What follows belongs to an exercise in optimizing a design on an open flow for a short achievable clock period; a production flow would make more cautious choices.
Only simulation tests tie the RTL to the original design; equivalence was not proved.
The clock input has no modelled driver; a real chip could not lean on it and would need a root buffer or a full tree.
Power figures rest on the tool's default switching activity, not on a simulated workload.

==> flow/design.v <==
package rv_decode_pkg;
	typedef logic [32-1:0] word_t;
	typedef logic [$clog2(32)-1:0] reg_idx_t;
	typedef logic [9:0] mod_t;  
	typedef struct packed {
		logic lui;
		logic auipc;
		logic jal;
		logic jalr;
		logic branch;
		logic load;
		logic store;
		logic arlog_imm;
		logic arlog;
		logic misc_mem;
		logic system;
	} inst_class_t;
	typedef struct packed {
		word_t pc;
		word_t inst;
	} fetch_pkt_t;
	typedef struct packed {
		word_t       pc;
		inst_class_t cls;
		logic        illegal;
		reg_idx_t    rd;
		reg_idx_t    rs1;
		reg_idx_t    rs2;
		mod_t        mod;
		word_t       imm;
	} decode_pkt_t;
	typedef struct packed {
		word_t       pc;
		inst_class_t cls;
		logic        illegal;
		reg_idx_t    rd;
		mod_t        mod;
		word_t       op_a;
		word_t       op_b;
		word_t       store_data;
	} issue_pkt_t;
endpackage
`timescale 1ns/1ps
module rv_decode_top
(
	input  logic        clk,
	input  logic        rst,
	input  logic        in_valid,
	input  logic [31:0] in_pc,
	input  logic [31:0] in_inst,
	input  logic        wb_en,
	input  logic [4:0]  wb_rd,
	input  logic [31:0] wb_data,
	output logic        out_valid,
	output logic [31:0] out_pc,
	output logic [10:0] out_cls,
	output logic        out_illegal,
	output logic [4:0]  out_rd,
	output logic [9:0]  out_mod,
	output logic [31:0] out_op_a,
	output logic [31:0] out_op_b,
	output logic [31:0] out_store_data
);
	logic        rst_w;
	logic [31:1] w_oh1;
	logic [31:0] w_data1;
	logic [31:0] w_data2;
	always_ff @(posedge clk) begin
		rst_w   <= rst;
		w_data1 <= wb_data;
		w_data2 <= w_data1;
		for (int i = 1; i < 32; i++) begin
			w_oh1[i] <= wb_en && !rst && (wb_rd == i[4:0]);
		end
	end
	logic [31:0] regs [1:31];
	always_ff @(posedge clk) begin
		for (int i = 1; i < 32; i++) begin
			if (rst_w) begin
				regs[i] <= '0;
			end else if (w_oh1[i]) begin
				regs[i] <= w_data1;
			end
		end
	end
	logic [4:0]  rs1_in;
	logic [4:0]  rs2_in;
	logic [6:0]  opcode;
	logic [2:0]  funct3;
	logic [6:0]  funct7;
	rv_decode_pkg::inst_class_t cls;
	logic [9:0]  mod;
	logic [31:0] imm;
	logic        use_imm;
	logic        use_pc;
	logic        use_r1;
	assign rs1_in = in_inst[19:15];
	assign rs2_in = in_inst[24:20];
	assign opcode = in_inst[6:0];
	assign funct3 = in_inst[14:12];
	assign funct7 = in_inst[31:25];
	always_comb begin
		cls = '0;
		case (opcode)
			7'b0110111:       cls.lui       = 1'b1;
			7'b0010111:     cls.auipc     = 1'b1;
			7'b1101111:       cls.jal       = 1'b1;
			7'b1100111:      cls.jalr      = 1'b1;
			7'b1100011:    cls.branch    = 1'b1;
			7'b0000011:      cls.load      = 1'b1;
			7'b0100011:     cls.store     = 1'b1;
			7'b0010011: cls.arlog_imm = 1'b1;
			7'b0110011:     cls.arlog     = 1'b1;
			7'b0001111:  cls.misc_mem  = 1'b1;
			7'b1110011:    cls.system    = 1'b1;
			default:        cls           = '0;
		endcase
	end
	always_comb begin
		mod      = '0;
		mod[2:0] = funct3;
		if (cls.arlog || (cls.arlog_imm && funct3[1:0] == 2'b01)) begin
			mod[9:3] = funct7;
		end
	end
	always_comb begin
		imm = '0;
		if (cls.lui || cls.auipc) begin
			imm = {in_inst[31:12], 12'b0};
		end else if (cls.jal) begin
			imm = {{12{in_inst[31]}}, in_inst[19:12], in_inst[20], in_inst[30:21], 1'b0};
		end else if (cls.jalr || cls.load || cls.arlog_imm) begin
			imm = {{20{in_inst[31]}}, in_inst[31:20]};
		end else if (cls.store) begin
			imm = {{20{in_inst[31]}}, in_inst[31:25], in_inst[11:7]};
		end
	end
	assign use_imm = cls.lui | cls.auipc | cls.jal | cls.jalr | cls.load
		| cls.store | cls.arlog_imm;
	assign use_pc  = cls.auipc | cls.jal;
	assign use_r1  = ~(cls.auipc | cls.jal | cls.lui);
	logic        v1;
	logic [31:0] pc1;
	rv_decode_pkg::inst_class_t cls1;
	logic        ill1;
	logic [4:0]  rd1;
	logic [9:0]  mod1;
	logic [31:0] imm1;
	logic [4:0]  rs1_1;
	logic [4:0]  rs2_1;
	logic [31:1] rs1_oh1;
	logic [31:1] rs2_oh1;
	logic        use_imm1;
	logic        use_pc1;
	logic        use_r1_1;
	always_ff @(posedge clk) begin
		if (rst) begin
			v1 <= 1'b0;
		end else begin
			v1 <= in_valid;
		end
	end
	always_ff @(posedge clk) begin
		pc1      <= in_pc;
		cls1     <= cls;
		ill1     <= ~|cls;
		rd1      <= in_inst[11:7];
		mod1     <= mod;
		imm1     <= imm;
		rs1_1    <= rs1_in;
		rs2_1    <= rs2_in;
		use_imm1 <= use_imm;
		use_pc1  <= use_pc;
		use_r1_1 <= use_r1;
		for (int i = 1; i < 32; i++) begin
			rs1_oh1[i] <= (rs1_in == i[4:0]);
			rs2_oh1[i] <= (rs2_in == i[4:0]);
		end
	end
	logic [31:0] rf1_lo;
	logic [31:0] rf1_hi;
	logic [31:0] rf2_lo;
	logic [31:0] rf2_hi;
	always_comb begin
		rf1_lo = '0;
		rf2_lo = '0;
		rf1_hi = '0;
		rf2_hi = '0;
		for (int i = 1; i < 16; i++) begin
			rf1_lo = rf1_lo | ({32{rs1_oh1[i]}} & regs[i]);
			rf2_lo = rf2_lo | ({32{rs2_oh1[i]}} & regs[i]);
		end
		for (int i = 16; i < 32; i++) begin
			rf1_hi = rf1_hi | ({32{rs1_oh1[i]}} & regs[i]);
			rf2_hi = rf2_hi | ({32{rs2_oh1[i]}} & regs[i]);
		end
	end
	logic hit1_c0;
	logic hit2_c0;
	logic hit1_c1;
	logic hit2_c1;
	assign hit1_c0 = |(w_oh1 & rs1_oh1);
	assign hit2_c0 = |(w_oh1 & rs2_oh1);
	assign hit1_c1 = wb_en && (wb_rd == rs1_1) && (rs1_1 != '0);
	assign hit2_c1 = wb_en && (wb_rd == rs2_1) && (rs2_1 != '0);
	logic        v2;
	logic [31:0] pc2;
	rv_decode_pkg::inst_class_t cls2;
	logic        ill2;
	logic [4:0]  rd2;
	logic [9:0]  mod2;
	logic [31:0] imm2;
	logic [4:0]  rs1_2;
	logic [4:0]  rs2_2;
	logic [31:0] rf1_lo2;
	logic [31:0] rf1_hi2;
	logic [31:0] rf2_lo2;
	logic [31:0] rf2_hi2;
	logic        a_pc2;
	logic        a_w2;
	logic        a_v2;
	logic        a_rf2;
	logic        b_imm2;
	logic        b_w2;
	logic        b_v2;
	logic        b_rf2;
	logic        s_w2;
	logic        s_v2;
	logic        s_rf2;
	logic        fa2;
	logic        fb2;
	always_ff @(posedge clk) begin
		if (rst) begin
			v2 <= 1'b0;
		end else begin
			v2 <= v1;
		end
	end
	always_ff @(posedge clk) begin
		pc2     <= pc1;
		cls2    <= cls1;
		ill2    <= ill1;
		rd2     <= rd1;
		mod2    <= mod1;
		imm2    <= imm1;
		rs1_2   <= rs1_1;
		rs2_2   <= rs2_1;
		rf1_lo2 <= rf1_lo;
		rf1_hi2 <= rf1_hi;
		rf2_lo2 <= rf2_lo;
		rf2_hi2 <= rf2_hi;
		a_pc2   <= use_pc1;
		a_w2    <= use_r1_1 && hit1_c1;
		a_v2    <= use_r1_1 && !hit1_c1 && hit1_c0;
		a_rf2   <= use_r1_1 && !hit1_c1 && !hit1_c0;
		b_imm2  <= use_imm1;
		b_w2    <= !use_imm1 && hit2_c1;
		b_v2    <= !use_imm1 && !hit2_c1 && hit2_c0;
		b_rf2   <= !use_imm1 && !hit2_c1 && !hit2_c0;
		s_w2    <= hit2_c1;
		s_v2    <= !hit2_c1 && hit2_c0;
		s_rf2   <= !hit2_c1 && !hit2_c0;
		fa2     <= use_r1_1;
		fb2     <= !use_imm1;
	end
	logic [31:0] a_sel;
	logic [31:0] b_sel;
	logic [31:0] s_sel;
	logic        hit1_c2;
	logic        hit2_c2;
	assign a_sel = ({32{a_pc2}} & pc2) | ({32{a_w2}} & w_data1)
		| ({32{a_v2}} & w_data2)
		| ({32{a_rf2}} & rf1_lo2) | ({32{a_rf2}} & rf1_hi2);
	assign b_sel = ({32{b_imm2}} & imm2) | ({32{b_w2}} & w_data1)
		| ({32{b_v2}} & w_data2)
		| ({32{b_rf2}} & rf2_lo2) | ({32{b_rf2}} & rf2_hi2);
	assign s_sel = ({32{s_w2}} & w_data1) | ({32{s_v2}} & w_data2)
		| ({32{s_rf2}} & rf2_lo2) | ({32{s_rf2}} & rf2_hi2);
	logic [31:0] wb_fwd;
	assign hit1_c2 = wb_en && (wb_rd == rs1_2);
	assign hit2_c2 = wb_en && (wb_rd == rs2_2);
	assign wb_fwd  = wb_data & {32{wb_rd != '0}};
	always_ff @(posedge clk) begin
		if (rst) begin
			out_valid <= 1'b0;
		end else begin
			out_valid <= v2;
		end
	end
	always_ff @(posedge clk) begin
		out_pc         <= pc2;
		out_cls        <= cls2;
		out_illegal    <= ill2;
		out_rd         <= rd2;
		out_mod        <= mod2;
		out_op_a       <= (fa2 && hit1_c2) ? wb_fwd : a_sel;
		out_op_b       <= (fb2 && hit2_c2) ? wb_fwd : b_sel;
		out_store_data <= hit2_c2 ? wb_fwd : s_sel;
	end
endmodule
export LEC_CHECK = 0
export ABC_CLOCK_PERIOD_IN_PS = 1500
export CAP_MARGIN = 20
export CORE_MARGIN = 2
export CORE_UTILIZATION = 48
export PLACE_DENSITY = 0.62
export SETUP_SLACK_MARGIN = 2.0
export SLEW_MARGIN = 20
create_clock -name core_clock -period 3.8 [get_ports {clk}]
standard.sh (not shown) runs the stock make flow with config.mk's settings and CLKGATE_MAP_FILE= SYNTH_SCRIPT=/design/flow/synth_recipe.tcl, a recipe that flattens the netlist after the stock synthesis.
==> flow/flow/run.sh <==
#!/bin/bash
# Standard ORFS layout, except that the clock tree is built by flow/tree.tcl
# (a balanced two-level tree of clock buffers, hooked in before the CTS step)
# instead of TritonCTS. All of make's output goes to flow_make.log here.
set -euo pipefail
export PRE_CTS_TCL="$PWD/flow/tree.tcl"
export CTREE_CLOCK_PORT=clk
export CTREE_LEAF_MAX=26
export CTREE_ROOTS=4
bash standard.sh finish > flow_make.log 2>&1
Other scripts of this flow, unchanged in this note and not shown: flow/flow/tree.tcl
The baseline completed without violations.
Then changed:
CORE_UTILIZATION = 38   (was 48)
PLACE_DENSITY = 0.55   (was 0.62)
Outcome: Power goes up by about 0.7%. Critical path depth goes up by 5. Core utilization goes down by 10 points. Maximum frequency goes up by 4.0%. Final area goes up by about 2%. Routed wire length goes up by 6.1%. Flip-flop and latch count does not change.
No run of this note takes its clock network from TritonCTS; it comes from the design's own scripts or RTL.

---

Another version of the RTL of rv_decode_top (not shown whole).
For scale: about 6400 cells after synthesis, ~1700 flip-flops, ~260 I/O pins, roughly 0.066 sq mm of cells after synthesis.
Settings: LEC_CHECK=0, ABC_CLOCK_PERIOD_IN_PS=1500, CAP_MARGIN=20, CORE_MARGIN=2, CORE_UTILIZATION=38, PLACE_DENSITY=0.55, SETUP_SLACK_MARGIN=2.0, SLEW_MARGIN=20; clock period 3.8 ns.
==> flow/flow/run.sh <==
#!/bin/bash
# Standard ORFS layout, except that:
#  - the clock tree is built by flow/tree.tcl (a balanced two-level tree of
#    clock buffers, hooked in before the CTS step) instead of TritonCTS;
#  - flow/io.tcl groups the forwarding datapath pins on one edge.
# All of make's output goes to flow_make.log here.
set -euo pipefail
export PRE_CTS_TCL="$PWD/flow/tree.tcl"
export IO_CONSTRAINTS="$PWD/flow/io.tcl"
export CTREE_CLOCK_PORT=clk
export CTREE_LEAF_MAX=20
export CTREE_ROOTS=4
bash standard.sh finish > flow_make.log 2>&1
==> flow/flow/tree.tcl <==
# Manual clock tree, built before the CTS step: the flip-flops are split by
# recursive bisection of their locations into leaf clusters, each driven by a
# clock buffer at its centroid; the leaf buffers are split the same way into a
# few groups, each driven by a root clock buffer that the clock port feeds.
# Every flip-flop sees the same two buffer levels.

set ctree_leaf_max  [expr {[info exists ::env(CTREE_LEAF_MAX)] ? $::env(CTREE_LEAF_MAX) : 28}]
set ctree_roots     [expr {[info exists ::env(CTREE_ROOTS)] ? $::env(CTREE_ROOTS) : 4}]
set ctree_buf       [expr {[info exists ::env(CTREE_BUF)] ? $::env(CTREE_BUF) : "sky130_fd_sc_hd__clkbuf_16"}]

proc ctree_xy {iterm} {
  set bb [[$iterm getInst] getBBox]
  return [list [expr {([$bb xMin] + [$bb xMax]) / 2}] [expr {([$bb yMin] + [$bb yMax]) / 2}]]
}

# items: list of {x y payload}; returns k groups of near-equal size, split
# recursively along the longer side of their bounding box.
proc ctree_split {items k} {
  set n [llength $items]
  if {$k <= 1 || $n <= 1} { return [list $items] }
  set xs [lsort -integer [lmap i $items {lindex $i 0}]]
  set ys [lsort -integer [lmap i $items {lindex $i 1}]]
  set dx [expr {[lindex $xs end] - [lindex $xs 0]}]
  set dy [expr {[lindex $ys end] - [lindex $ys 0]}]
  set axis [expr {$dx >= $dy ? 0 : 1}]
  set sorted [lsort -integer -index $axis $items]
  set k1 [expr {$k / 2}]
  set n1 [expr {int(round(double($n) * $k1 / $k))}]
  return [concat [ctree_split [lrange $sorted 0 [expr {$n1 - 1}]] $k1] \
                 [ctree_split [lrange $sorted $n1 end] [expr {$k - $k1}]]]
}

proc ctree_centroid {items} {
  set sx 0; set sy 0
  foreach i $items { set sx [expr {$sx + [lindex $i 0]}]; set sy [expr {$sy + [lindex $i 1]}] }
  set n [llength $items]
  return [list [expr {$sx / $n}] [expr {$sy / $n}]]
}

proc ctree_make_buf {block master name xy net_in} {
  set inst [odb::dbInst_create $block $master $name]
  set w [[$inst getMaster] getWidth]
  set h [[$inst getMaster] getHeight]
  $inst setLocation [expr {[lindex $xy 0] - $w / 2}] [expr {[lindex $xy 1] - $h / 2}]
  $inst setPlacementStatus PLACED
  set out [odb::dbNet_create $block "${name}_net"]
  $out setSigType CLOCK
  [$inst findITerm A] connect $net_in
  [$inst findITerm X] connect $out
  return [list $inst $out]
}

set block [ord::get_db_block]
set master [[ord::get_db] findMaster $ctree_buf]
set clk_net [[[$block findBTerm $::env(CTREE_CLOCK_PORT)] getNet] getName]
set clk_net [$block findNet $clk_net]

set sinks {}
foreach it [$clk_net getITerms] {
  lappend sinks [concat [ctree_xy $it] [list $it]]
}
puts "ctree: [llength $sinks] sinks on [$clk_net getName]"

set leaves [ctree_split $sinks [expr {int(ceil(double([llength $sinks]) / $ctree_leaf_max))}]]
puts "ctree: [llength $leaves] leaf clusters"
set leaf_items {}
set li 0
foreach grp $leaves {
  set xy [ctree_centroid $grp]
  # Temporarily on the clock net; moved under a root below.
  lassign [ctree_make_buf $block $master "ctree_leaf_$li" $xy $clk_net] inst net
  foreach s $grp {
    set it [lindex $s 2]
    $it disconnect
    $it connect $net
  }
  lappend leaf_items [concat $xy [list [$inst findITerm A]]]
  incr li
}

set groups [ctree_split $leaf_items $ctree_roots]
puts "ctree: [llength $groups] root buffers"
set ri 0
foreach grp $groups {
  set xy [ctree_centroid $grp]
  lassign [ctree_make_buf $block $master "ctree_root_$ri" $xy $clk_net] inst net
  foreach s $grp {
    set it [lindex $s 2]
    $it disconnect
    $it connect $net
  }
  incr ri
}
$clk_net setSigType CLOCK

# The clock tree is in place: the CTS step's own synthesis is skipped.
proc clock_tree_synthesis {args} { puts "ctree: clock_tree_synthesis skipped (manual tree)" }
set_propagated_clock [all_clocks]
Other scripts of this flow, unchanged in this note and not shown: flow/flow/io.tcl
The first run finished clean.
Then changed:
--- a/flow/flow/run.sh
+++ b/flow/flow/run.sh
@@ -11 +11 @@
-export CTREE_LEAF_MAX=20
+export CTREE_LEAF_MAX=26
After rerunning: Via count barely changes; sequential cell count does not change; total power falls by a few percent; wire length falls slightly; sequential share of layout area rises by 0.54 points; combinational power stays flat; setup slack got worse by 83 ps; worst hold slack improved by 7.5 ps; die area stays the same; cell count is about the same.
Then changed:
--- a/flow/flow/tree.tcl
+++ b/flow/flow/tree.tcl
@@ -16,3 +16,2 @@
-# items: list of {x y payload}; returns k groups of near-equal size, split
-# recursively along the longer side of their bounding box.
-proc ctree_split {items k} {
+# items: list of {x y payload}; returns a list of groups of at most maxn items.
+proc ctree_bisect {items maxn} {
@@ -20 +19 @@
-  if {$k <= 1 || $n <= 1} { return [list $items] }
+  if {$n <= $maxn} { return [list $items] }
@@ -25,6 +24,6 @@
-  set axis [expr {$dx >= $dy ? 0 : 1}]
-  set sorted [lsort -integer -index $axis $items]
-  set k1 [expr {$k / 2}]
-  set n1 [expr {int(round(double($n) * $k1 / $k))}]
-  return [concat [ctree_split [lrange $sorted 0 [expr {$n1 - 1}]] $k1] \
-                 [ctree_split [lrange $sorted $n1 end] [expr {$k - $k1}]]]
+  set k [expr {$dx >= $dy ? 0 : 1}]
+  set sorted [lsort -integer -index $k $items]
+  # Split into power-of-two-ish halves so the groups stay balanced.
+  set half [expr {$n / 2}]
+  return [concat [ctree_bisect [lrange $sorted 0 [expr {$half - 1}]] $maxn] \
+                 [ctree_bisect [lrange $sorted $half end] $maxn]]
@@ -64 +63 @@
-set leaves [ctree_split $sinks [expr {int(ceil(double([llength $sinks]) / $ctree_leaf_max))}]]
+set leaves [ctree_bisect $sinks $ctree_leaf_max]
@@ -81 +80,2 @@
-set groups [ctree_split $leaf_items $ctree_roots]
+set per_root [expr {int(ceil(double([llength $leaf_items]) / $ctree_roots))}]
+set groups [ctree_bisect $leaf_items $per_root]
Result:
- The new run finished clean
- area after synthesis does not change
- final cell count went up slightly
- total power grows by roughly a tenth
In every run of this note, the design's own scripts or RTL, not TritonCTS, make the clock network.

## afterwards: timing with drivers on the ports
In the flow no input, the clock included, has a driving cell. The finished layouts below were timed again as built, in two steps.
Step 1, drivers: a clkbuf_16 drives clk and a buf_2 each remaining input, both assumed.
Step 2 times the ports against the registers' clock, not the clock port: input delays grow and output delays shrink by t, the midpoint of the rising clock arrivals with the driver on.
a / b / c = ideal / step 1 / step 2; a / b = the first two.
| run | shift t [ns] | slack for setup (ns) | worst slew at a driven data input, ns |
|---|---|---|---|
| the first run of note 1 | 0.700 | 1.844 / 1.816 / 1.414 | 0.10 |
| the second run of note 1 | 0.730 | 1.920 / 1.810 / 1.193 | 0.24 |
| the first run of note 2 | 0.756 | 1.941 / 1.782 / 1.324 | 0.19 |
| the second run of note 2 | 0.717 | 1.858 / 1.819 / 1.376 | 0.20 |
| the third run of note 2 | 0.825 | 1.903 / 1.726 / 1.287 | 0.21 |
After both steps setup and hold are still met in every run listed. For the second run of note 1, which loses most, drivers alone change the setup slack by -0.110 ns; drivers and shift together by -0.727 ns.
